Background: an optimization exercise with open tools, aiming at a short achievable clock period and few clock cycles. Do not read the settings as production practice. Function was checked by simulation only, so behaviour that the tests miss may differ from the original. Power figures rest on the tool's default switching activity, not on a simulated workload.

## flow/flow/run.sh

```bash
#!/bin/bash
set -euo pipefail
bash standard.sh finish SETUP_SLACK_MARGIN=7 > standard.log 2>&1
```

## flow/standard.sh

```bash
#!/bin/bash
# synth_recipe.tcl (not shown) runs the flow's synth.tcl, then flattens the netlist and writes it again
# the make line also repeats each setting of config.mk as NAME=value (left out here)
make -C /OpenROAD-flow-scripts/flow DESIGN_CONFIG=/design/flow/config.mk WORK_HOME=/design/flow/orfs CLKGATE_MAP_FILE= SYNTH_SCRIPT=/design/flow/synth_recipe.tcl "${@:-finish}"
```

## flow/config.mk

```make
export PLATFORM = sky130hd
export DESIGN_NAME = cpu_top
export DESIGN_NICKNAME = cpu_top
export VERILOG_FILES = /design/flow/design.v
export SDC_FILE = /design/flow/constraint.sdc
export NUM_CORES = 4
export LEC_CHECK = 0
export ABC_CLOCK_PERIOD_IN_PS = 2500
export CAP_MARGIN = 20
export CORE_MARGIN = 2
export CORE_UTILIZATION = 40
export SLEW_MARGIN = 20
```

## flow/constraint.sdc

```tcl
create_clock -name core_clock -period 10.0 [get_ports {clk}]
set_input_delay 2.0000 -clock core_clock [delete_from_list [all_inputs] [get_ports {clk}]]
set_output_delay 2.0000 -clock core_clock [all_outputs]
set_load 0.01 [all_outputs]
```

## flow/design.v

```verilog
`timescale 1ns/10ps
`default_nettype none
package cpu_pkg;
    typedef logic [31:0] word_t;
    typedef logic [15:0] imm16_t;
    typedef logic [7:0]  imm8_t;
    typedef enum logic [3:0] {
        R0, R1, R2, R3, R4, R5, R6, R7,
        R8, R9, R10, R11, SP, LR, STATUS, PC
    } reg_e;
    typedef enum logic [3:0] {
        NONE, EQ, NE, LTU, GTU, LEU, GEU, LTS, GTS, LES, GES
    } cond_e;
    typedef enum logic [7:0] {
        NOP  = 8'h00,
        LD   = 8'h01,
        LDR  = 8'h02,
        LDI  = 8'h03,
        ST   = 8'h04,
        STR  = 8'h05,
        PUSH = 8'h06,
        POP  = 8'h07,
        INT  = 8'h08
    } opcode_e;
    typedef enum logic [3:0] {
        ADD, SUB, AND, OR, XOR, SHL, SHR, PASS
    } alu_op_e;
    typedef enum logic {
        USER,
        SUPERVISOR
    } cpu_mode_e;
    typedef enum logic [1:0] {
        MASK_FULL,
        MASK_16,
        MASK_8
    } mask_e;
    typedef struct packed {
        logic negative;
        logic zero;
        logic carry;
        logic overflow;
    } alu_flags_t;
    typedef struct packed {
        cpu_mode_e  mode;
        logic       imask;
        alu_flags_t flags;
    } status_t;
    typedef struct packed {
        logic immediate;
        logic reverse;
        logic loadn;
        logic set_status;
    } alu_mode_t;
    typedef struct packed {
        reg_e   reg_a;
        imm16_t imm16;
    } imm_params_t;
    typedef struct packed {
        reg_e       reg_a;
        reg_e       reg_b;
        reg_e       reg_c;
        logic [3:0] rsvd;
        alu_mode_t  mode;
    } rr_params_t;
    typedef struct packed {
        reg_e      reg_a;
        reg_e      reg_b;
        imm8_t     imm8;
        alu_mode_t mode;
    } ri_params_t;
    typedef union packed {
        imm_params_t imm;
        rr_params_t  rr;
        ri_params_t  ri;
    } params_t;
    typedef struct packed {
        cond_e   cond;
        opcode_e opcode;
        params_t params;
    } ir_t;
    typedef struct packed {
        logic      oe_alu;
        alu_op_e   alu_op;
        reg_e      sel_a;
        reg_e      sel_b;
        reg_e      sel_in;
        logic      oe_a_reg;
        logic      oe_b_reg;
        logic      ld_reg;
        mask_e     a_mask_sel;
        mask_e     b_mask_sel;
        logic      ld_pc_lr;
        logic      post_inc_sp;
        logic      pre_dec_sp;
        logic      post_inc_pc;
        logic      oe_a_ir;
        logic      oe_b_ir;
        logic      oe_b_consts;
        logic      ld_ir;
        logic      ld_alu_status;
        logic      imask_in;
        logic      ld_imask;
        cpu_mode_e mode_in;
        logic      ld_mode;
    } ctrl_t;
    localparam word_t HWINT_VEC  = 32'd1;
    localparam word_t SWINT_VEC  = 32'd2;
    localparam word_t EXCEPT_VEC = 32'd3;
endpackage
`default_nettype wire
`timescale 1ns/10ps
`default_nettype none
module cpu_top #(
    parameter logic [31:0] STACK_TOP = 32'h100
) (
    input  logic        clk,
    input  logic        rst,
    input  logic        start,
    input  logic        hwint,
    input  logic [31:0] mem_rdata,
    output logic        mem_rd,
    output logic        mem_wr,
    output logic [31:0] mem_addr,
    output logic [31:0] mem_wdata
);
    localparam logic [3:0] RSP = 4'd12;
    localparam logic [3:0] RLR = 4'd13;
    localparam logic [3:0] RST = 4'd14;
    localparam logic [3:0] RPC = 4'd15;
    function automatic logic cond_ok_f(input logic [3:0] c, input logic [3:0] f);
        logic n, z, cy, v;
        n = f[3];
        z = f[2];
        cy = f[1];
        v = f[0];
        case (c)
            4'd1: cond_ok_f = z;
            4'd2: cond_ok_f = !z;
            4'd3: cond_ok_f = !cy;
            4'd4: cond_ok_f = cy && !z;
            4'd5: cond_ok_f = !cy || z;
            4'd6: cond_ok_f = cy;
            4'd7: cond_ok_f = n != v;
            4'd8: cond_ok_f = !z && (n == v);
            4'd9: cond_ok_f = z || (n != v);
            4'd10: cond_ok_f = n == v;
            default: cond_ok_f = 1'b1;
        endcase
    endfunction
    function automatic logic [10:0] cvec(input logic [3:0] f);
        for (int c = 0; c < 11; c++) begin
            cvec[c] = cond_ok_f(4'(c), f);
        end
    endfunction
    function automatic logic [10:0] coh(input logic [3:0] c);
        coh = '0;
        if (c == 4'd0 || c > 4'd10) begin
            coh[0] = 1'b1;
        end else begin
            coh[c] = 1'b1;
        end
    endfunction
    logic [31:0] rf [12];
    logic [31:0] sp;
    logic [31:0] lr;
    logic        st_mode;       
    logic        st_imask;
    logic [3:0]  st_flags;      
    logic [10:0] st_cv;         
    logic [5:0]  status;
    assign status = {st_mode, st_imask, st_flags};
    logic        run;
    logic        hwint_q;
    logic [31:0] fpc;
    logic        d_valid;
    logic [31:0] d_ir;
    logic [27:0] d_dec;
    logic [15:0] d_saoh;      
    logic [15:0] d_sboh;
    logic [31:0] d_pcn;
    logic        d_pred;      
    logic        d_mpred;     
    logic        d_jv;
    logic [3:0]  d_jcond;
    logic [10:0] d_coh;
    logic [10:0] d_jcoh;
    logic [31:0] d_jpcn;
    logic        d_jpol;
    logic [31:0] d_jalt;
    logic        e_valid;
    logic        e_load;
    logic        e_store;
    logic        e_push;
    logic        e_pop;
    logic        e_trap;
    logic        e_hw;
    logic        e_wr;
    logic        e_setf;
    logic        e_port;
    logic        e_clrim;
    logic        e_pred;
    logic        e_arith;
    logic        e_cin;
    logic        e_pass;
    logic [1:0]  e_vec;
    logic [3:0]  e_cond;
    logic [5:0]  e_osel;
    logic [3:0]  e_dest;
    logic [31:0] e_a;
    logic [31:0] e_b;
    logic [31:0] e_bx;
    logic [31:0] e_pcn;
    logic        e_jv;
    logic [3:0]  e_jcond;
    logic [10:0] e_coh;
    logic [10:0] e_jcoh;
    logic [31:0] e_jpcn;
    logic        e_jpol;
    logic [31:0] e_jalt;
    logic        e_cok;
    logic        e_cokv;
    logic        slow_q;
    logic [31:0] wb_q;
    logic        mem_wr_q;
    logic [31:0] mem_addr_q;
    assign mem_wr    = mem_wr_q;
    assign mem_rd    = !mem_wr_q;
    assign mem_addr  = mem_addr_q;
    logic [31:0] mem_wdata_q;
    assign mem_wdata = mem_wdata_q;
    function automatic logic [27:0] predecode(input logic [31:0] w);
        logic [3:0] c, a, b, cc;
        logic [7:0] o;
        logic mi, mr, mn;
        logic nop, ld, ldr, ldi, st, str, push, pop, int_, alu, und, flt, ar, br;
        logic [3:0] sa, sb;
        c = w[31:28];
        o = w[27:20];
        a = w[19:16];
        b = w[15:12];
        cc = w[11:8];
        {mi, mr, mn} = w[3:1];
        nop = o == 8'h00;
        ld = o == 8'h01;
        ldr = o == 8'h02;
        ldi = o == 8'h03;
        st = o == 8'h04;
        str = o == 8'h05;
        push = o == 8'h06;
        pop = o == 8'h07;
        int_ = o == 8'h08;
        alu = o[7:4] == 4'hf;
        und = !(nop || ld || ldr || ldi || st || str || push || pop || int_ || alu);
        flt = (ld || ldr || ldi || pop || alu) && (a == RST);
        sa = (alu && !mi) ? (mr ? cc : b) : (alu ? b : a);
        ar = (alu && !(mi && mr)) || st || str || push;
        sb = (alu && !mi && !mr) ? cc : (pop ? RSP : b);
        br = (alu && !(mi && !mr)) || ldr || str || pop;
        predecode = {nop, ld, ldr, ldi, st, str, push, pop, int_, alu, und,
                     (c != 4'd0) && (c <= 4'd10), flt, st || str || push || int_ || und,
                     sa, ar, sb, br,
                     (ar && sa == RST) || (br && sb == RST),
                     push || pop || int_ || und || flt,
                     (ldi || (alu && !mn && o[3:0] >= 4'd7)) && (a == RPC),
                     ld || ldr || pop || st || str || push || int_ || und || flt};
    endfunction
    logic        cond_ok;
    logic        commit;
    logic [32:0] sum;
    logic [32:0] shl;
    logic [32:0] shr;
    logic [31:0] oth_res;
    logic        sum_zero;
    logic        oth_c;
    logic [31:0] alu_res;
    logic [3:0]  alu_flags;
    logic [31:0] wb;
    logic        wr_main;
    logic        pc_wr;
    logic        pc_slow;
    logic        wr_status;
    logic        trap;
    logic        redirect;
    logic [31:0] target;
    always_comb begin
        sum = {1'b0, e_a} + {1'b0, e_bx} + {32'd0, e_cin};
        shl = {1'b0, e_a} << e_b[4:0];
        shr = {e_a, 1'b0} >> e_b[4:0];
        oth_res = ({32{e_osel[0]}} & (e_a & e_b))
                | ({32{e_osel[1]}} & (e_a | e_b))
                | ({32{e_osel[2]}} & (e_a ^ e_b))
                | ({32{e_osel[3]}} & shl[31:0])
                | ({32{e_osel[4]}} & shr[32:1])
                | ({32{e_osel[5]}} & e_b);
        oth_c = (e_osel[3] && shl[32]) || (e_osel[4] && shr[0]);
        alu_res = e_arith ? sum[31:0] : oth_res;
        sum_zero = ((e_a[0] ^ e_bx[0]) == e_cin)
                   && (((e_a[31:1] ^ e_bx[31:1]) ^ (e_a[30:0] | e_bx[30:0])) == 31'd0);
        alu_flags = {alu_res[31], e_arith ? sum_zero : oth_res == 32'd0,
                     e_arith ? sum[32] : oth_c,
                     e_arith && (e_a[31] == e_bx[31]) && (sum[31] != e_a[31])};
    end
    logic j_c, j_ok, j_fail, j_lr;
    assign j_c       = |(e_jcoh & st_cv);
    assign j_ok      = !e_jv || (e_jpol ? j_c : !j_c);
    assign j_fail    = e_valid && !j_ok;
    assign j_lr      = e_valid && e_jv && j_c;
    assign cond_ok   = e_hw || (j_ok && |(e_coh & st_cv));
    assign commit    = e_valid && cond_ok;
    assign wb        = e_load ? mem_rdata : alu_res;
    assign wr_main   = commit && e_wr;
    assign pc_wr     = wr_main && (e_dest == RPC);
    assign pc_slow   = pc_wr && !e_pass;
    assign wr_status = wr_main && (e_dest == RST);
    assign trap      = commit && e_trap;
    assign redirect  = e_valid && (j_fail || trap || (pc_wr != e_pred));
    always_comb begin
        if (j_fail) begin
            target = e_jalt;
        end else if (trap) begin
            target = {30'd0, e_vec};
        end else if (!pc_wr) begin
            target = e_pcn;
        end else begin
            target = e_b;
        end
    end
    always_ff @(posedge clk) begin
        for (int i = 0; i < 12; i++) begin
            if (wr_main && e_dest == 4'(i)) begin
                rf[i] <= wb;
            end
        end
        if (pc_wr) begin
            lr <= e_pcn;
        end else if (wr_main && e_dest == RLR) begin
            lr <= wb;
        end else if (j_lr) begin
            lr <= e_jpcn;
        end
        wb_q <= wb;
    end
    logic [3:0] flags_n;
    logic [10:0] cv_n, cv_alu;
    logic        a_z, a_c, a_lt;
    always_comb begin
        a_z = alu_flags[2];
        a_c = alu_flags[1];
        a_lt = e_arith ? ((e_a[31] == e_bx[31]) ? e_a[31] : sum[31]) : oth_res[31];
        cv_alu = {!a_lt, a_z || a_lt, !a_z && !a_lt, a_lt, a_c, !a_c || a_z, a_c && !a_z, !a_c,
                  !a_z, a_z, 1'b1};
        if (wr_status) begin
            cv_n = cvec(wb[3:0]);
        end else if (commit && e_setf) begin
            cv_n = cv_alu;
        end else begin
            cv_n = st_cv;
        end
    end
    always_comb begin
        if (wr_status) begin
            flags_n = wb[3:0];
        end else if (commit && e_setf) begin
            flags_n = alu_flags;
        end else begin
            flags_n = st_flags;
        end
    end
    always_ff @(posedge clk) begin
        if (rst) begin
            sp <= STACK_TOP;
            st_mode <= 1'b1;
            st_imask <= 1'b0;
            st_flags <= 4'd0;
            st_cv <= cvec(4'd0);
            slow_q <= 1'b0;
        end else begin
            slow_q <= pc_slow;
            if (wr_main && e_dest == RSP) begin
                sp <= wb;
            end else if (commit && (e_push || e_trap)) begin
                sp <= e_b;
            end else if (commit && e_pop) begin
                sp <= sp + 32'd1;
            end
            st_flags <= flags_n;
            st_cv <= cv_n;
            if (wr_status) begin
                {st_mode, st_imask} <= wb[5:4];
            end else if (trap) begin
                st_mode <= 1'b1;
                if (e_clrim) begin
                    st_imask <= 1'b0;
                end
            end
        end
    end
    logic [3:0]  d_cond, ra, rb, rc;
    logic [7:0]  opc;
    logic [15:0] imm16;
    logic [7:0]  imm8;
    logic        m_imm, m_rev, m_nld, m_set;
    logic        is_nop, is_ld, is_ldr, is_ldi, is_st, is_str, is_push, is_pop, is_int, is_alu, is_undef;
    logic        d_jtype, d_pport;
    logic        faultable, fault, hw_take, d_trap, d_condx, mw_type;
    logic [3:0]  sel_a, sel_b;
    logic        a_reg, b_reg, a_src, b_src;
    logic        reads_status, uses_sp_upd, e_wsp, e_flagw, hw_pend;
    logic        stall, d_adv;
    logic [31:0] sp_view, sp_view_m1, lr_view;
    logic [31:0] na_early, nb_early;
    logic        byp_a, byp_b;
    logic [31:0] e_a_n, e_b_n;
    assign {d_cond, opc, ra, rb, rc} = d_ir[31:8];
    assign imm16 = d_ir[15:0];
    assign imm8  = d_ir[11:4];
    assign {m_imm, m_rev, m_nld, m_set} = d_ir[3:0];
    assign {is_nop, is_ld, is_ldr, is_ldi, is_st, is_str, is_push, is_pop, is_int, is_alu,
            is_undef, d_condx, faultable, mw_type, sel_a, a_reg, sel_b, b_reg, reads_status,
            uses_sp_upd, d_jtype, d_pport} = d_dec;
    logic d_jcondx;
    assign d_jcondx  = (d_jcond != 4'd0) && (d_jcond <= 4'd10);
    assign hw_pend   = hwint_q && st_imask;
    assign hw_take   = d_valid && hw_pend && !e_valid;
    assign fault     = faultable && !st_mode;
    assign d_trap    = hw_take || is_int || is_undef || fault;
    assign a_src = !d_trap && a_reg && !(is_push && ra == RSP);
    assign b_src = !d_trap && b_reg && !is_push;
    assign e_wsp        = e_valid && e_wr && (e_dest == RSP);
    assign e_flagw      = e_valid && (e_setf || (e_wr && e_dest == RST));
    logic e_sure, e_do, e_unsure, e_jmp_d;
    assign e_sure   = e_valid && e_cokv;
    assign e_do     = e_valid && e_cok;
    assign e_unsure = e_valid && !e_cokv;
    assign e_jmp_d  = e_wr && (e_dest == RPC);
    always_comb begin
        if (e_do && (e_push || e_trap)) begin
            sp_view = e_b;
            sp_view_m1 = e_b - 32'd1;
        end else if (e_do && e_pop) begin
            sp_view = sp + 32'd1;
            sp_view_m1 = sp;
        end else begin
            sp_view = sp;
            sp_view_m1 = sp - 32'd1;
        end
        lr_view = (e_do && e_jmp_d) ? e_pcn : ((e_valid && e_jv && e_jpol) ? e_jpcn : lr);
    end
    function automatic logic [31:0] regv(input logic [15:0] oh);
        regv = ({32{oh[RSP]}} & sp_view)
             | ({32{oh[RLR]}} & ((d_jv && d_jpol) ? d_jpcn : lr_view))
             | ({32{oh[RST]}} & {26'd0, status})
             | ({32{oh[RPC]}} & d_pcn);
        for (int i = 0; i < 12; i++) begin
            regv = regv | ({32{oh[i]}} & rf[i]);
        end
    endfunction
    assign byp_a = a_src && e_do && e_wr && (e_dest == sel_a) && (sel_a != RPC) && !(d_jv && d_jpol && sel_a == RLR);
    assign byp_b = b_src && e_do && e_wr && (e_dest == sel_b) && (sel_b != RPC) && !(d_jv && d_jpol && sel_b == RLR);
    always_comb begin
        if (d_trap) begin
            na_early = (hw_take && d_jv) ? d_jpcn : d_pcn;
        end else if (is_alu && m_imm && m_rev) begin
            na_early = {24'd0, imm8};
        end else if (is_push && ra == RSP) begin
            na_early = sp_view_m1;
        end else begin
            na_early = regv(d_saoh);
        end
        if (d_trap || is_push) begin
            nb_early = sp_view_m1;
        end else if (is_alu && m_imm && !m_rev) begin
            nb_early = {24'd0, imm8};
        end else if (is_ldi || is_ld || is_st) begin
            nb_early = {16'd0, imm16};
        end else begin
            nb_early = regv(d_sboh);
        end
        if (byp_a && !e_load) begin
            e_a_n = alu_res;
        end else if (byp_a) begin
            e_a_n = mem_rdata;
        end else begin
            e_a_n = na_early;
        end
        if (byp_b && !e_load) begin
            e_b_n = alu_res;
        end else if (byp_b) begin
            e_b_n = mem_rdata;
        end else begin
            e_b_n = nb_early;
        end
    end
    logic        d_cond_ok, d_resolve, d_taken, d_redirect;
    logic [31:0] d_target;
    assign d_cond_ok  = |(d_coh & st_cv);
    assign d_resolve  = d_jtype && !d_trap && (!e_flagw || !d_condx) && !(byp_b && !e_load);
    assign d_taken    = !d_trap && (d_resolve ? d_cond_ok : (d_pred || d_mpred));
    assign d_redirect = d_adv && !d_trap && (d_taken != d_pred) && !redirect && !slow_q;
    always_comb begin
        if (!d_taken) begin
            d_target = d_pcn;
        end else if (byp_b) begin
            d_target = mem_rdata;
        end else begin
            d_target = nb_early;
        end
    end
    logic e_valid_n, d_port, d_mwr, sub_n;
    assign e_valid_n = !rst && d_adv && !redirect;
    assign d_port    = d_trap || is_ld || is_ldr || is_pop || is_st || is_str || is_push;
    assign d_mwr     = e_valid_n && (d_trap || is_st || is_str || is_push)
                       && (hw_take || (d_cond_ok && (!d_jv || (d_jpol == |(d_jcoh & st_cv)))));
    assign sub_n     = is_alu && opc[3:0] == 4'd1;
    logic stall_c, rd_sp, rd_lr;
    assign rd_sp   = (a_src && sel_a == RSP) || (b_src && sel_b == RSP) || uses_sp_upd;
    assign rd_lr   = (a_src && sel_a == RLR) || (b_src && sel_b == RLR);
    assign stall_c = e_unsure && ((e_wr && ((a_src && e_dest == sel_a) || (b_src && e_dest == sel_b)))
                                  || ((e_push || e_pop || e_trap) && rd_sp)
                                  || (e_jmp_d && rd_lr));
    assign stall = d_valid && ((e_valid && (hw_pend || faultable || reads_status))
                               || (uses_sp_upd && e_wsp)
                               || (mw_type && (d_condx || (d_jv && d_jcondx)) && e_flagw)
                               || stall_c);
    assign d_adv = d_valid && !stall;
    always_ff @(posedge clk) begin
        e_valid <= e_valid_n;
        e_load  <= !d_trap && (is_ld || is_ldr || is_pop);
        e_store <= !d_trap && (is_st || is_str || is_push);
        e_push  <= !d_trap && is_push;
        e_pop   <= !d_trap && is_pop;
        e_trap  <= d_trap;
        e_hw    <= hw_take;
        e_wr    <= !d_trap && ((is_alu && !m_nld) || is_ldi || is_ld || is_ldr || is_pop);
        e_setf  <= !d_trap && is_alu && m_set;
        e_port  <= d_port;
        e_clrim <= hw_take || is_int;
        e_vec   <= hw_take ? 2'd1 : (is_int ? 2'd2 : 2'd3);
        e_pred  <= !d_trap && d_taken;
        e_arith <= is_alu && opc[3:1] == 3'd0;
        e_cin   <= sub_n;
        e_pass  <= is_ldi || (is_alu && opc[3:0] >= 4'd7);
        e_cond  <= d_cond;
        e_osel  <= is_ldi ? 6'b100000
                 : {opc[3:0] >= 4'd7, opc[3:0] == 4'd6, opc[3:0] == 4'd5,
                    opc[3:0] == 4'd4, opc[3:0] == 4'd3, opc[3:0] == 4'd2};
        e_dest  <= ra;
        e_a     <= e_a_n;
        e_b     <= e_b_n;
        e_bx    <= sub_n ? ~e_b_n : e_b_n;
        e_pcn   <= d_pcn;
        e_jv    <= d_jv && !hw_take;
        e_jcond <= d_jcond;
        e_coh   <= d_coh;
        e_jcoh  <= d_jcoh;
        e_jpcn  <= d_jpcn;
        e_jpol  <= d_jpol;
        e_cok   <= hw_take || d_cond_ok;
        e_cokv  <= hw_take || !e_flagw || !d_condx;
        e_jalt  <= d_jalt;
    end
    localparam int IC_BITS = 5;
    localparam int IC_N = 1 << IC_BITS;
    logic [IC_N-1:0]       ic_valid;
    logic [9-IC_BITS:0]    ic_tag [IC_N];
    logic [31:0]           ic_data [IC_N];
    logic [IC_N-1:0]       ic_pred;
    logic                  fl_valid;
    logic [9:0]            fl_addr;
    logic [31:0]           fl_data;
    logic                  fl_pred;
    logic                  f_hit;
    logic                  port_free;
    logic                  fetch;
    logic [31:0]           f_word;
    logic                  f_jmp, f_uncond, f_back, m_pred, f_pred;
    logic [31:0]           fpc_n;
    logic [27:0]           f_dec;
    assign f_dec = predecode(f_fold ? fo_word : f_word);
    logic                  c_hit0_q, c_hit1_q, c_sel1_q, c_ok_q;
    logic [31:0]           c_word0_q, c_word1_q, c_word;
    logic                  c_pred0_q, c_pred1_q, c_pred;
    logic [9:0]            pl_a1;
    assign f_hit     = c_ok_q && (c_sel1_q ? c_hit1_q : c_hit0_q);
    assign c_word    = c_sel1_q ? c_word1_q : c_word0_q;
    assign c_pred    = c_sel1_q ? c_pred1_q : c_pred0_q;
    logic                  d_psel, psel_q;
    assign d_psel    = d_valid && (d_pport || hw_pend);
    assign port_free = !psel_q;
    localparam int NF = 4;
    logic [NF-1:0]  ft_valid;
    logic [9:0]     ft_jaddr [NF];
    logic [31:0]    ft_word [NF];
    logic [16:0]    ft_tpcn [NF];
    logic [3:0]     ft_jcond [NF];
    logic [NF-1:0]  ft_pol;
    logic [15:0]    ft_alt [NF];
    logic           fo_pol;
    logic [15:0]    fo_alt;
    logic [NF-1:0]  ft_hit;
    logic           f_fold;
    logic [31:0]    fo_word;
    logic [16:0]    fo_tpcn;
    logic [3:0]     fo_jcond;
    always_comb begin
        fo_word = '0;
        fo_tpcn = '0;
        fo_jcond = '0;
        fo_pol = 1'b0;
        fo_alt = '0;
        for (int i = 0; i < NF; i++) begin
            ft_hit[i] = ft_valid[i] && (ft_jaddr[i] == fpc[9:0]);
            fo_word = fo_word | ({32{ft_hit[i]}} & ft_word[i]);
            fo_tpcn = fo_tpcn | ({17{ft_hit[i]}} & ft_tpcn[i]);
            fo_jcond = fo_jcond | ({4{ft_hit[i]}} & ft_jcond[i]);
            fo_pol = fo_pol | (ft_hit[i] & ft_pol[i]);
            fo_alt = fo_alt | ({16{ft_hit[i]}} & ft_alt[i]);
        end
    end
    assign f_fold = |ft_hit;
    assign fetch     = (run || (start && !rst)) && !slow_q && (f_fold || port_free || f_hit) && (!d_valid || d_adv);
    assign f_jmp    = (mem_rdata[27:20] == 8'h03) && (mem_rdata[19:16] == RPC);
    assign f_uncond = (mem_rdata[31:28] == 4'd0) || (mem_rdata[31:28] > 4'd10);
    assign f_back   = (fpc[31:16] != 16'd0) || (mem_rdata[15:0] <= fpc[15:0]);
    assign m_pred   = f_jmp && (f_uncond || f_back);
    assign f_word = port_free ? mem_rdata : c_word;
    assign f_pred = f_hit && c_pred;
    assign pl_a1  = fpc[9:0] + 10'd1;
    always_ff @(posedge clk) begin
        c_ok_q <= !rst && !redirect && !d_redirect && !slow_q && !(fetch && (f_fold || f_pred));
        c_sel1_q <= fetch;
        c_hit0_q <= ic_valid[fpc[IC_BITS-1:0]] && (ic_tag[fpc[IC_BITS-1:0]] == fpc[9:IC_BITS]);
        c_word0_q <= ic_data[fpc[IC_BITS-1:0]];
        c_pred0_q <= ic_pred[fpc[IC_BITS-1:0]];
        c_hit1_q <= ic_valid[pl_a1[IC_BITS-1:0]] && (ic_tag[pl_a1[IC_BITS-1:0]] == pl_a1[9:IC_BITS]);
        c_word1_q <= ic_data[pl_a1[IC_BITS-1:0]];
        c_pred1_q <= ic_pred[pl_a1[IC_BITS-1:0]];
    end
    always_comb begin
        if (rst) begin
            fpc_n = 32'd0;
        end else if (redirect) begin
            fpc_n = target;
        end else if (slow_q) begin
            fpc_n = wb_q;
        end else if (d_redirect) begin
            fpc_n = d_target;
        end else if (fetch && f_fold) begin
            fpc_n = {15'd0, fo_tpcn};
        end else if (fetch) begin
            fpc_n = f_pred ? {16'd0, f_word[15:0]} : fpc + 32'd1;
        end else begin
            fpc_n = fpc;
        end
    end
    always_ff @(posedge clk) begin
        fl_valid <= !rst && port_free;
        fl_addr <= fpc[9:0];
        fl_data <= mem_rdata;
        fl_pred <= m_pred;
        if (rst) begin
            ic_valid <= '0;
        end else if (fl_valid) begin
            ic_valid[fl_addr[IC_BITS-1:0]] <= 1'b1;
        end
        if (fl_valid) begin
            ic_tag[fl_addr[IC_BITS-1:0]] <= fl_addr[9:IC_BITS];
            ic_data[fl_addr[IC_BITS-1:0]] <= fl_data;
            ic_pred[fl_addr[IC_BITS-1:0]] <= fl_pred;
        end
    end
    always_ff @(posedge clk) begin
        fpc <= fpc_n;
        mem_addr_q <= d_psel ? e_b_n : fpc_n;
        psel_q <= !rst && d_psel;
        mem_wr_q <= d_mwr;
        if (d_psel) begin
            mem_wdata_q <= e_a_n;
        end
        if (rst) begin
            run <= 1'b0;
            hwint_q <= 1'b0;
            d_valid <= 1'b0;
        end else begin
            hwint_q <= hwint;
            if (start) begin
                run <= 1'b1;
            end
            if (redirect || d_redirect) begin
                d_valid <= 1'b0;
            end else if (fetch) begin
                d_valid <= 1'b1;
            end else if (d_adv) begin
                d_valid <= 1'b0;
            end
        end
        if (fetch) begin
            d_ir <= f_fold ? fo_word : f_word;
            d_dec <= f_dec;
            d_saoh <= 16'd1 << f_dec[13:10];
            d_sboh <= 16'd1 << f_dec[8:5];
            d_pcn <= f_fold ? {15'd0, fo_tpcn} : fpc + 32'd1;
            d_pred <= !f_fold && f_pred;
            d_mpred <= !f_fold && !f_hit && m_pred;
            d_jv <= f_fold;
            d_jcond <= fo_jcond;
            d_coh <= coh(f_fold ? fo_word[31:28] : f_word[31:28]);
            d_jcoh <= coh(fo_jcond);
            d_jpcn <= fpc + 32'd1;
            d_jpol <= fo_pol;
            d_jalt <= fo_pol ? fpc + 32'd1 : {16'd0, fo_alt};
        end
    end
    logic           pj_valid;
    logic [9:0]     pj_addr;
    logic [3:0]     pj_cond;
    logic           pj_pol;
    logic [15:0]    pj_alt;
    logic           pj_from_d;
    logic [9:0]     pjd_addr;
    logic [3:0]     pjd_cond;
    logic           fi_pol;
    logic [15:0]    fi_alt;
    logic           f_ldipc;
    assign f_ldipc = (f_word[27:20] == 8'h03) && (f_word[19:16] == RPC);
    logic           fi_valid;
    logic [9:0]     fi_jaddr;
    logic [31:0]    fi_word;
    logic [16:0]    fi_tpcn;
    logic [3:0]     fi_jcond;
    logic [1:0]     ft_ptr;
    logic           fi_dup;
    always_comb begin
        fi_dup = 1'b0;
        for (int i = 0; i < NF; i++) begin
            fi_dup = fi_dup || (ft_valid[i] && ft_jaddr[i] == fi_jaddr);
        end
    end
    always_ff @(posedge clk) begin
        fi_valid <= !rst && fetch && !f_fold && pj_valid && !f_pred && !redirect && !d_redirect
                    && fpc[31:17] == 15'd0;
        fi_jaddr <= pj_from_d ? pjd_addr : pj_addr;
        fi_word <= f_word;
        fi_tpcn <= fpc[16:0] + 17'd1;
        fi_jcond <= pj_from_d ? pjd_cond : pj_cond;
        fi_pol <= pj_from_d || pj_pol;
        fi_alt <= pj_alt;
        pjd_addr <= d_pcn[9:0] - 10'd1;
        pjd_cond <= d_cond;
        if (rst || redirect) begin
            pj_valid <= 1'b0;
        end else if (d_redirect) begin
            pj_valid <= d_taken && is_ldi;
            pj_from_d <= 1'b1;
        end else if (fetch) begin
            pj_valid <= !f_fold && (f_pred || (f_ldipc && !(!f_hit && m_pred)));
            pj_from_d <= 1'b0;
        end else if (pj_from_d) begin
            pj_valid <= 1'b0;
        end
        if (fetch) begin
            pj_addr <= fpc[9:0];
            pj_cond <= f_word[31:28];
            pj_pol <= f_pred;
            pj_alt <= f_word[15:0];
        end
        if (rst) begin
            ft_valid <= '0;
            ft_ptr <= '0;
        end else if (fi_valid && !fi_dup) begin
            ft_valid[ft_ptr] <= 1'b1;
            ft_ptr <= ft_ptr + 2'd1;
        end
        if (fi_valid && !fi_dup) begin
            ft_jaddr[ft_ptr] <= fi_jaddr;
            ft_word[ft_ptr] <= fi_word;
            ft_tpcn[ft_ptr] <= fi_tpcn;
            ft_jcond[ft_ptr] <= fi_jcond;
            ft_pol[ft_ptr] <= fi_pol;
            ft_alt[ft_ptr] <= fi_alt;
        end
    end
endmodule
`default_nettype wire
```

==> impl_metrics.py, run 1 <==
metrics = {
    "pwr": {
        "p_sw_mw": 10.6,
        "p_per_area_nw_per_um2": 193,
        "power_frac_clock_pct": 34.7,
        "p_seq_share_pct": 40.8,
        "intPower_mw": 24.0,
        "p_comb_share_pct": 24.5,
        "switching_share_pct": 30.6,
        "ir_drop_v": 0.000154,
        "p_leak_nw": 62.0,
    },
    "sta": {
        "setup_viol": 0,
        "maxSlewHeadroom_pct": 12.4,
        "hold_viol": 0,
        "final.min_clock_period_ps": 3940,
        "fin_crit_sh_pct": 39.4,
        "rsz0062_at_grt": "yes",
        "drv_slew": 0,
        "final.setup_skew_ps": 93.1,
        "totalNegativeSetupSlack_ps": 0,
        "max_freq_ghz": 0.254,
        "worst_pin_slew_ps": 1310,
    },
    "logic_synthesis": {
        "synthMuxAreaShare_pct": 13.7,
        "ys_top_cells_by_area": "edfxtp_1 (49%), dfxtp_1 (9.5%), mux4_2 (9.2%), mux2i_1 (3.5%), a22oi_1 (2.6%)",
        "ys.flop_type": "edfxtp_1",
        "synth_xor_area_share_pct": 1.86,
        "syn-cell-area_um2": 135000,
        "synth.top_cell.area_share_pct": 49.5,
        "yosys.area_share.simple_pct": 8.40,
        "syn-num-nets": 10600,
        "async_flop_share_pct": 0,
        "synth_cell_types": 105,
        "synth_seq_area_share_pct": 58.9,
        "ys_warn_count": 2,
        "avgSynthCellArea_um2": 13.0,
        "synth_top_family_by_area": "multiplexers",
        "synth_edf_count": 2229,
        "ys_seq_elements": 2868,
        "yosysMostFrequentCell": "edfxtp_1",
        "yosysTopAreaCell": "edfxtp_1",
        "yosys-top-cells-count": "edfxtp_1 (2,229), nand2_1 (917), dfxtp_1 (639), mux4_2 (552), nor2_1 (523)",
        "synth-adder-area-share_pct": 1.55,
        "synth_cells": 10400,
        "synth_compound_area_share_pct": 12.5,
    },
    "worst_setup_path": {
        "required_ps": 10780,
        "cp-start-kind": "register",
        "arrival_ps": 4720,
        "end_kind": "register",
        "cp_max_fo": 5,
        "path_class": "register to register",
    },
    "placed_design": {
        "place_congestion": 1.06,
        "port-buffer-count": 101,
        "hpwlAfterDp_mm": 389,
    },
    "cells_and_area": {
        "synthToLayoutAreaGrowth_pct": 32.3,
        "fillers": 27500,
        "nNetsFinal": 11800,
        "fin_util_pct": 53.2,
        "drive_gt1_share_pct": 34.9,
    },
    "routing": {
        "drc_errors": 0,
        "wl_met3_mm": 87.8,
        "via_count": 112000,
        "drtIter0Drc": 17200,
        "vias_per_cell": 6.80,
        "avgRoutedWirePerCell_um": 40.7,
        "routed_wl_mm": 669,
        "routed.top_layer": "met5",
        "wl_met1_mm": 228,
        "dr.pass1.iters": 8,
        "drtAntennaViolNets": 0,
        "wl_met2_mm": 285,
    },
    "die": {
        "die-area_um2": 343000,
        "die_w_um": 586,
        "rows": 213,
        "start_util_pct": 40.2,
        "fp.coreArea_um2": 337000,
        "ios": 102,
        "fp.dieH_um": 586,
    },
    "clock_network": {
        "cts_buffer_depth": 4,
        "cts.reportedPaths.clkPinSlew_ps": 60,
        "cts_buffers": 312,
        "root_buffer": "clkbuf_16",
        "ctsHoldBuffers": 0,
        "cts_tree": "yes",
        "cts_max_level": 5,
        "clock_latency_ps": 980,
        "clock_sinks": 2868,
    },
    "global_route": {
        "grt_pass1_wl_mm": 883,
        "grt_max_degree": 65,
        "first_global_vias": 105000,
        "antenna_found_initial": 60,
        "grt-ovfl-total": 0,
        "grt_use_total_pct": 37.5,
    },
    "min_path": {
        "hold_class": "register to register",
    },
    "job": {
        "cap_violations": 0,
    },
    "run_status": {
        "status": "finished clean",
    },
}
state kept, by name, summed over array words and instances, names as in the netlist, 40 cells and up:
| signal | flops |
|---|---|
| ft_alt | 64 |
| ic_tag | 160 |
| ft_word | 128 |
| ic_data | 1024 |
| ft_tpcn | 68 |
| rf | 384 |
| ft_jaddr | 40 |
layer usage:
metal | up-vias | GRT usage (%)
met2 | 9200 | 54.9
met3 | 2654 | 12.8
met5 | - | 0.0280
met4 | 34 | 29.9
li1 | 43500 | -
met1 | 56300 | 44.9
area by class of cell:
type                    instances  area (µm²)  area share, %
multi-input cells            6480       60600           33.8
diodes                         57         143         0.0797
repair inverters               42         713          0.398
clock inverters               152        1740          0.972
well taps                    4515        5650           3.16
clock buffers                 420        8680           4.85
repair buffers               1615       20100           11.2
flip-flops and latches       2868       80100           44.7
inverters                     285        1390          0.778
metrics by stage:
stage	cells	area (µm²)	power, mW	hold WS, ps	setup WS (ps)
6_report	16400	179000	34.6	337	6060
5_1_grt	16400	179000	35.2	340	6040
4_1_cts	16100	173000	33.6	329	6210
3_5_place_dp	14600	143000	20.0	327	3670
3_3_place_gp	14600	143000	20.0	324	3690
2_1_floorplan	10400	137000	17.5	323	5640
timing repair:
item                       4_1_cts  5_1_grt
buffers inserted               740      271
pin swaps                      362      332
setup endpoints to repair     2351     1905
gates cloned                   135       33
gates resized for setup       2478      594
kinds of logic (layout without fill, tap and decap cells):
kind of cell | Yosys count | after routing
mux | 1143 | 1143
compound gates | 2420 | 2422
simple gates | 2448 | 2460
flops | 2868 | 2868
buf+inv | 1049 | 2514
fa+ha+maj | 167 | 167
other cells | 0 | 57
xor+xnor | 288 | 288
cell usage in the layout (no fill, tap or decap), types with 60 or more instances in the layout:
cell type,count
edfxtp_1,2229
nand2_1,846
buf_4,757
mux4_2,552
dfxtp_1,509
a22oi_1,449
mux2i_1,414
nor2_1,389
clkbuf_16,347
buf_6,347
nand3_1,332
a21oi_1,312
buf_12,237
o21ai_0,215
inv_1,200
o221ai_1,167
xnor2_1,132
ha_1,118
o22ai_1,117
nand4_1,110
nor2_4,89
o211ai_1,86
xor2_1,83
a21oi_2,82
buf_16,80
nor3_1,79
dfxtp_4,78
mux2_2,77
clkbuf_1,70
a21oi_4,67
a221oi_1,61
a31oi_1,60
power by group through the flow:
| stage | Sequential (mW) | Combinational (mW) | Clock (mW) |
|---|---|---|---|
| detailed placement | 14.4 | 5.65 | 0 |
| finish | 14.1 | 8.48 | 12.0 |
| floorplan | 14.0 | 3.52 | 0 |
| global route | 14.1 | 8.59 | 12.5 |
| CTS | 14.1 | 7.53 | 12.0 |
| global placement | 14.3 | 5.63 | 0 |
critical path: stages (launching register included):
cell and delay [ps]:
dfxtp_4 420, buf_12 170, buf_12 130, buf_16 120, mux4_2 530, mux4_2 530, nand2_1 90, o211ai_1 270
a222oi_1 380, buf_4 320, inv_12 80, xnor2_4 140, o21ai_1 140, o21ba_4 180, a211o_1 210
worst paths after layout:
path / start / to / slack (ps) / cells after the start
setup / recovery: e_b[0]$_DFF_P_ / st_cv[10]$_SDFFE_PP1P_ / 6060 / 14
hold / removal: pj_alt[0]$_DFFE_PP_ / fi_alt[0]$_DFF_P_ / 340 / 0
setup reg to reg: e_b[0]$_DFF_P_ / st_cv[10]$_SDFFE_PP1P_ / 6060 / 14
hold reg to reg: pj_alt[0]$_DFFE_PP_ / fi_alt[0]$_DFF_P_ / 340 / 0
Testbench counts, summed over its fixed seeds: cycles 24,096.
==> inputs of run 2 (changes only) <==
--- a/flow/config.mk
+++ b/flow/config.mk
@@ -10,3 +10,3 @@
 export CORE_MARGIN = 2
-export CORE_UTILIZATION = 40
+export CORE_UTILIZATION = 50
 export SLEW_MARGIN = 20
==> run 2 against run 1 <==
  * Flip-flop and latch count did not move
  * Worst hold slack lost 36 ps
  * Utilization is 13 points higher
  * Clock power about the same
  * Global-route usage rose by 10 points
  * Critical endpoint is now d_sboh[8]$_SDFFCE_PN0P_
  * Largest power group unchanged
==> impl_metrics.py, run 2 <==
metrics = {
    "routing": {
        "drtIter0Drc": 19400,
        "vias_per_cell": 7.38,
        "dr.pass1.iters": 9,
        "drtAntennaViolNets": 0,
        "routed_wl_mm": 684,
        "avgRoutedWirePerCell_um": 44.2,
        "drc_errors": 0,
        "via_count": 114000,
    },
    "sta": {
        "final.setup_skew_ps": 80.2,
        "final.min_clock_period_ps": 4090,
        "rsz0062_at_grt": "yes",
        "worst_pin_slew_ps": 1180,
        "setup_viol": 0,
        "hold_viol": 0,
        "fin_ws_ps": 5910,
        "totalNegativeSetupSlack_ps": 0,
        "drv_slew": 0,
        "max_freq_ghz": 0.245,
        "fin_crit_sh_pct": 40.9,
        "maxSlewHeadroom_pct": 21.6,
    },
    "global_route": {
        "gr-usage-met2_pct": 70.2,
        "met1_usage_pct": 58.3,
        "grt-ovfl-total": 0,
        "grt_most_used_layer": "met2",
        "antenna_found_initial": 67,
        "grt_use_total_pct": 47.9,
        "first_global_vias": 106000,
        "grt_max_degree": 68,
        "met3_usage_pct": 15.3,
        "grt_pass1_wl_mm": 898,
    },
    "logic_synthesis": {
        "yosysTopAreaCell": "edfxtp_1",
        "synth_edf_count": 2229,
        "synth_seq_area_share_pct": 58.9,
        "ys_seq_elements": 2868,
        "avgSynthCellArea_um2": 13.0,
        "syn-num-nets": 10600,
        "synth.top_cell.area_share_pct": 49.5,
        "ys_warn_count": 2,
        "synth_cell_types": 105,
        "synth_cells": 10400,
        "ys_top_cells_by_area": "edfxtp_1 (49%), dfxtp_1 (9.5%), mux4_2 (9.2%), mux2i_1 (3.5%), a22oi_1 (2.6%)",
        "ys.flop_type": "edfxtp_1",
        "yosys-top-cells-count": "edfxtp_1 (2,229), nand2_1 (917), dfxtp_1 (639), mux4_2 (552), nor2_1 (523)",
        "yosysMostFrequentCell": "edfxtp_1",
        "syn-cell-area_um2": 135000,
        "async_flop_share_pct": 0,
    },
    "worst_setup_path": {
        "cp_max_fo": 9,
        "path_cells": "buf_6 -> xnor2_1 -> nand3_2 -> nor4_4 -> buf_4 -> buf_12 -> buf_8 -> buf_12 -> buf_16 -> a22oi_2 -> a211oi_4 -> o22ai_4 -> or3_4 -> buf_12 -> mux2i_4 -> nand2b_4 -> nor2_2",
        "crit_top_cell": "buf_12",
        "path_class": "register to register",
        "required_ps": 10680,
        "end_kind": "register",
        "cp_num_buf_inv": 7,
        "arrival_ps": 4770,
        "r2r_slack_ps": 5910,
        "crit_family": "simple AND/OR/NAND/NOR gates",
        "critPathMaxStageDelay_ps": 540,
        "cp-start-kind": "register",
        "slowest_stage": "a211oi_4",
        "r2r-start": "fpc[5]$_DFF_P_",
        "r2r_cells": 17,
        "reg2reg_to": "d_sboh[8]$_SDFFCE_PN0P_",
    },
    "pwr": {
        "p_per_area_nw_per_um2": 195,
        "total_power_mw": 34.6,
        "p_sw_mw": 10.7,
        "p_leak_nw": 61.9,
        "ir_drop_v": 0.000189,
        "power_frac_clock_pct": 34.2,
        "p_comb_share_pct": 24.9,
        "p_seq_share_pct": 40.9,
        "intPower_mw": 23.9,
        "switching_share_pct": 30.9,
    },
    "die": {
        "ios": 102,
        "die-area_um2": 275000,
        "fp.coreArea_um2": 269000,
        "fp.dieH_um": 524,
        "rows": 190,
        "start_util_pct": 50.4,
        "die_w_um": 524,
    },
    "cells_and_area": {
        "fin_util_pct": 66.1,
        "drive_gt1_share_pct": 35.3,
        "fillers": 18900,
        "final_common_cell": "edfxtp_1",
        "largest_reg_flops": 1024,
        "synthToLayoutAreaGrowth_pct": 31.3,
        "layout_common_cells": "edfxtp_1 (2,229), nand2_1 (840), buf_4 (800), mux4_2 (552), dfxtp_1 (510)",
        "nNetsFinal": 11800,
    },
    "min_path": {
        "whs_endpoint": "e_jalt[30]$_DFF_P_",
        "whs_path_depth": 0,
        "worstHoldStart": "d_jalt[30]$_SDFFCE_PN0P_",
        "hold_class": "register to register",
    },
    "clock_network": {
        "cts_buffer_depth": 4,
        "root_buffer": "clkbuf_16",
        "cts_buffers": 308,
        "clock_sinks": 2868,
        "cts_tree": "yes",
        "cts.reportedPaths.clkPinSlew_ps": 60,
        "ctsHoldBuffers": 0,
        "cts_max_level": 5,
        "clock_latency_ps": 960,
    },
    "run_status": {
        "status": "finished clean",
    },
    "job": {
        "cap_violations": 0,
    },
    "placed_design": {
        "hpwlAfterDp_mm": 399,
        "port-buffer-count": 101,
        "preCtsSetupSlack_ps": 3880,
        "place_congestion": 1.06,
    },
}
[run 2: cell counts after synthesis]
Identical to the previous run, type by type.
[run 2: power by group through the flow]
| stage | Clock, mW | Combinational, mW | Sequential [mW] |
|---|---|---|---|
| after CTS | 11.8 | 7.58 | 14.1 |
| after global placement | 0 | 5.69 | 14.3 |
| after global routing | 12.3 | 8.70 | 14.1 |
| final | 11.8 | 8.61 | 14.1 |
| after detailed placement | 0 | 5.71 | 14.4 |
| after floorplan | 0 | 3.52 | 14.0 |
[run 2: repair_timing]
action / 4_1_cts / 5_1_grt
resized for setup: 2454 / 650
gates cloned: 96 / 35
buffers inserted: 762 / 288
pin swaps: 408 / 347
setup endpoints to repair: 2365 / 1880
[run 2: routing by layer]
metal | vias up | share of wire (%)
met5 | - | 0.048
met4 | 36 | 11
met3 | 3070 | 14
met2 | 10900 | 42
met1 | 56800 | 33
li1 | 43500 | -
[run 2: cell families (layout without fill, tap and decap cells)]
| kind of cell | after synthesis | in the layout | synth area share (%) |
|---|---|---|---|
| flip-flops | 2868 | 2868 | 58.9 |
| AND/OR/NAND/NOR | 2448 | 2456 | 8.40 |
| AO/OA/AOI/OAI | 2420 | 2420 | 12.5 |
| multiplexers | 1143 | 1143 | 13.7 |
| buffers and inverters | 1049 | 2529 | 3.04 |
| XOR/XNOR | 288 | 288 | 1.86 |
| adder cells (fa/ha/maj) | 167 | 167 | 1.55 |
| other | 0 | 58 | 0 |
[run 2: cell type report]
type	instances	area, µm²	share of cell area (%)
clock inverter	165	1750	0.986
clock buffer	405	8550	4.82
antenna	58	145	0.0817
timing repair inverter	27	505	0.285
inverter	285	1420	0.802
tap	3552	4440	2.50
sequential	2868	80100	45.1
timing repair buffer	1647	19900	11.2
multi-input combinational	6474	60800	34.2
[run 2: through the flow]
step / cell area (µm²) / hold slack, ps / instances
floorplan: 137000 / 323 / 10400
global placement: 142000 / 325 / 13700
detailed placement: 142000 / 327 / 13700
CTS: 171000 / 317 / 15100
global route: 177000 / 337 / 15400
finish: 178000 / 301 / 15500
[run 2: worst max path at each step]
| stage | from | endpoint | slack, ps | cells after the start |
|---|---|---|---|---|
| final | fpc[5]$_DFF_P_ | d_sboh[8]$_SDFFCE_PN0P_ | 5910 | 17 |
| after global routing | fpc[3]$_DFF_P_ | d_sboh[6]$_SDFFCE_PP0P_ | 5890 | 17 |
| after CTS | e_b[0]$_DFF_P_ | st_cv[4]$_SDFFE_PP0P_ | 6170 | 12 |
| after detailed placement | start | mem_addr_q[4]$_DFF_P_ | 3880 | 11 |
| after global placement | mem_rdata[8] | mem_addr_q[8]$_DFF_P_ | 3690 | 9 |
| after floorplan | rst | mem_addr_q[2]$_DFF_P_ | 5640 | 11 |
[run 2: worst reg2reg max path, cell delays in order, from the launching register on]
cell      delay, ps
dfxtp_1         330
buf_6           220
xnor2_1         170
nand3_2         170
nor4_4          300
buf_4           180
buf_12          140
buf_8           120
buf_12          100
buf_16          110
a22oi_2         140
a211oi_4        540
o22ai_4         170
or3_4           480
buf_12          170
mux2i_4         270
nand2b_4        220
nor2_2           40
==> inputs of run 3 (changes only) <==
==> flow/flow/run.sh (replaced) <==
#!/bin/bash
set -euo pipefail
bash standard.sh finish SETUP_SLACK_MARGIN=8 > standard.log 2>&1
--- a/flow/config.mk
+++ b/flow/config.mk
@@ -7,6 +7,6 @@
 export LEC_CHECK = 0
-export ABC_CLOCK_PERIOD_IN_PS = 2500
+export ABC_CLOCK_PERIOD_IN_PS = 2000
 export CAP_MARGIN = 20
 export CORE_MARGIN = 2
-export CORE_UTILIZATION = 50
+export CORE_UTILIZATION = 40
 export SLEW_MARGIN = 20
==> run 3 against run 2 <==
  * Via count up 6.1%
  * Sequential share of layout area fell by 4.4 points
  * Still clean
  * Setup slack lost 0.92 ps
  * Utilization down 7.6 points
  * Count of clock-buffer cells in the layout grew 15
  * Highest routed layer unchanged
  * Clock skew up 7.3 ps
  * Fmax about the same
==> impl_metrics.py, run 3 <==
metrics = {
    "routing": {
        "drtIter0Drc": 21700,
        "vias_per_cell": 7.10,
        "avgRoutedWirePerCell_um": 44.8,
        "routed_wl_mm": 765,
        "drtAntennaViolNets": 0,
        "via_count": 121000,
        "dr.pass1.iters": 9,
        "drc_errors": 0,
    },
    "cells_and_area": {
        "largest_reg_flops": 1024,
        "final_common_cell": "edfxtp_1",
        "synthToLayoutAreaGrowth_pct": 45.7,
        "nNetsFinal": 12500,
        "final_cells": 17100,
        "layout_common_cells": "edfxtp_1 (2,229), buf_4 (884), nand2_1 (721), mux4_2 (552), buf_6 (503)",
        "drive_gt1_share_pct": 44.8,
        "fin_util_pct": 58.5,
        "fillers": 24800,
    },
    "run_status": {
        "status": "finished clean",
    },
    "clock_network": {
        "cts_tree": "yes",
        "root_buffer": "clkbuf_16",
        "clock_latency_ps": 990,
        "cts.reportedPaths.clkPinSlew_ps": 60,
        "cts_buffers": 314,
        "cts_max_level": 5,
        "ctsHoldBuffers": 0,
        "cts_buffer_depth": 4,
        "clock_sinks": 2868,
    },
    "sta": {
        "final.setup_skew_ps": 87.5,
        "worst_pin_slew_ps": 1250,
        "maxSlewHeadroom_pct": 16.4,
        "setup_viol": 0,
        "totalNegativeSetupSlack_ps": 0,
        "rsz0062_at_grt": "yes",
        "max_freq_ghz": 0.244,
        "hold_viol": 0,
        "fin_ws_ps": 5910,
        "drv_slew": 0,
        "final.min_clock_period_ps": 4090,
        "fin_crit_sh_pct": 40.9,
    },
    "logic_synthesis": {
        "synth.top_cell.area_share_pct": 49.5,
        "synth_cell_types": 105,
        "yosys-top-cells-count": "edfxtp_1 (2,229), nand2_1 (917), dfxtp_1 (639), mux4_2 (552), nor2_1 (523)",
        "syn-cell-area_um2": 135000,
        "synth_edf_count": 2229,
        "yosysMostFrequentCell": "edfxtp_1",
        "syn-num-nets": 10600,
        "ys_warn_count": 2,
        "avgSynthCellArea_um2": 13.0,
        "synth_cells": 10400,
        "ys.flop_type": "edfxtp_1",
        "yosysTopAreaCell": "edfxtp_1",
        "ys_top_cells_by_area": "edfxtp_1 (49%), dfxtp_1 (9.5%), mux4_2 (9.2%), mux2i_1 (3.5%), a22oi_1 (2.6%)",
        "synth_seq_area_share_pct": 58.9,
        "async_flop_share_pct": 0,
        "ys_seq_elements": 2868,
    },
    "worst_setup_path": {
        "required_ps": 10710,
        "r2r-start": "fpc[0]$_DFF_P_",
        "arrival_ps": 4810,
        "reg2reg_to": "d_dec[3]$_DFFE_PP_",
        "path_class": "register to register",
        "cp_max_fo": 6,
        "end_kind": "register",
        "cp-start-kind": "register",
        "r2r_slack_ps": 5910,
        "r2r_cells": 18,
    },
    "job": {
        "cap_violations": 0,
    },
    "min_path": {
        "whs_endpoint": "e_jalt[4]$_DFF_P_",
        "whs_path_depth": 0,
        "worstHoldStart": "d_jalt[4]$_DFFE_PP_",
        "hold_class": "register to register",
    },
    "global_route": {
        "first_global_vias": 111000,
        "grt_use_total_pct": 41.8,
        "grt-ovfl-total": 0,
        "grt_pass1_wl_mm": 976,
        "grt_max_degree": 87,
        "antenna_found_initial": 64,
    },
    "pwr": {
        "total_power_mw": 36.4,
        "p_leak_nw": 68.9,
        "p_per_area_nw_per_um2": 185,
        "ir_drop_v": 0.000195,
    },
    "placed_design": {
        "dp_cells": 14600,
        "hpwlAfterDp_mm": 394,
        "preCtsSetupSlack_ps": 4100,
        "port-buffer-count": 101,
        "place_congestion": 1.06,
    },
    "die": {
        "fp.coreArea_um2": 337000,
        "start_util_pct": 40.2,
        "die-area_um2": 343000,
        "rows": 213,
        "ios": 102,
        "fp.dieH_um": 586,
        "die_w_um": 586,
    },
}
[run 3: stage by stage]
stage / instance area (µm²) / hold slack (ps)
5_1_grt: 197000 / 314
3_5_place_dp: 145000 / 327
3_3_place_gp: 145000 / 324
2_1_floorplan: 140000 / 323
6_report: 197000 / 335
4_1_cts: 187000 / 306
[run 3: worst max path at each step]
stage                                       end                     start
after floorplan           mem_addr_q[2]$_DFF_P_                       rst
after global placement       d_dec[3]$_DFFE_PP_            fpc[0]$_DFF_P_
after detailed placement     d_dec[3]$_DFFE_PP_            fpc[0]$_DFF_P_
after CTS                 st_cv[9]$_SDFFE_PP0P_           e_arith$_DFF_P_
after global routing        d_dec[17]$_DFFE_PP_  ft_jaddr[2][7]$_DFFE_PP_
final                        d_dec[3]$_DFFE_PP_            fpc[0]$_DFF_P_
[run 3: final cells by class]
| cell class | count | area, µm² | share of cell area [%] |
|---|---|---|---|
| Timing Repair Buffer | 2259 | 31300 | 15.9 |
| Inverter | 285 | 1630 | 0.827 |
| Sequential cell | 2868 | 80100 | 40.7 |
| Clock inverter | 157 | 1720 | 0.872 |
| Tap cell | 4515 | 5650 | 2.87 |
| Clock buffer | 420 | 8630 | 4.38 |
| Timing Repair inverter | 45 | 886 | 0.450 |
| Antenna cell | 62 | 155 | 0.0787 |
| Multi-Input combinational cell | 6483 | 66900 | 34.0 |
[run 3: worst max-delay path, cell delays in order, from the launching register on]
cell	delay (ps)
dfxtp_4	400
buf_12	160
buf_16	130
xnor2_4	130
nand4_1	140
buf_4	150
nor3_4	40
buf_6	120
nor4_4	250
buf_12	170
buf_12	120
inv_16	40
buf_16	150
o211ai_4	510
o2111ai_4	290
o31a_1	390
and3b_1	200
o21ba_4	210
a32o_1	200
[run 3: what timing repair did]
| item | CTS | global route |
|---|---|---|
| resized for setup | 3544 | 1142 |
| gates cloned | 296 | 35 |
| setup buffers | 1121 | 419 |
| pin swaps | 614 | 532 |
| endpoints found under the setup margin | 3336 | 2623 |
| endpoints found under the hold margin | 0 | 0 |
[run 3: power by group]
part           switching [mW]  leakage, nW  internal (mW)
Sequential              0.716         25.9           13.5
Combinational            5.77         37.9           4.38
Clock                    5.20         5.06           6.89
[run 3: cells by family (layout without fill, tap and decap cells)]
kind of cell	count (synthesis)	count (layout)	share of synthesized area, %
flops	2868	2868	58.9
mux	1143	1143	13.7
xor+xnor	288	288	1.86
other cells	0	62	0
simple gates	2448	2464	8.40
buf+inv	1049	3166	3.04
fa+ha+maj	167	167	1.55
compound gates	2420	2421	12.5
[run 3: layer usage]
layer | track usage [%] | vias up | part of all wire, %
li1 | - | 45000 | -
met5 | 0.448 | - | 0.066
met4 | 36.6 | 30 | 12
met1 | 49.8 | 60400 | 32
met3 | 13.9 | 3857 | 15
met2 | 60.6 | 12100 | 41

## separate check: timing with driven ports
The results above use ideal ports. As a check the final layouts listed here were re-extracted and re-timed, cells and wires unchanged.
Step 1, drivers: a clkbuf_16 drives clk and a buf_2 each remaining input, both assumed.
Step 2 times the ports against the registers' clock, not the clock port: input delays grow and output delays shrink by t, the midpoint of the rising clock arrivals with the driver on.
a / b / c = no drivers / after step 1 / after step 2; a / b = the first two.
| run | t (ns) | setup slack, ns | latest minus earliest clock arrival (ns) | pins driven straight from the clock port |
|---|---|---|---|---|
| run 1 | 1.042 | 6.062 / 6.062 / 5.281 | 0.093 / 0.093 | 1 |
| run 2 | 1.016 | 5.911 / 5.911 / 5.266 | 0.081 / 0.081 | 1 |
| run 3 | 1.061 | 5.910 / 5.910 / 5.050 | 0.094 / 0.094 | 1 |
After both steps every run listed still meets setup and hold. The setup slack of run 3, which loses most, moves by 0.000 ns with the drivers and by -0.860 ns with both steps.
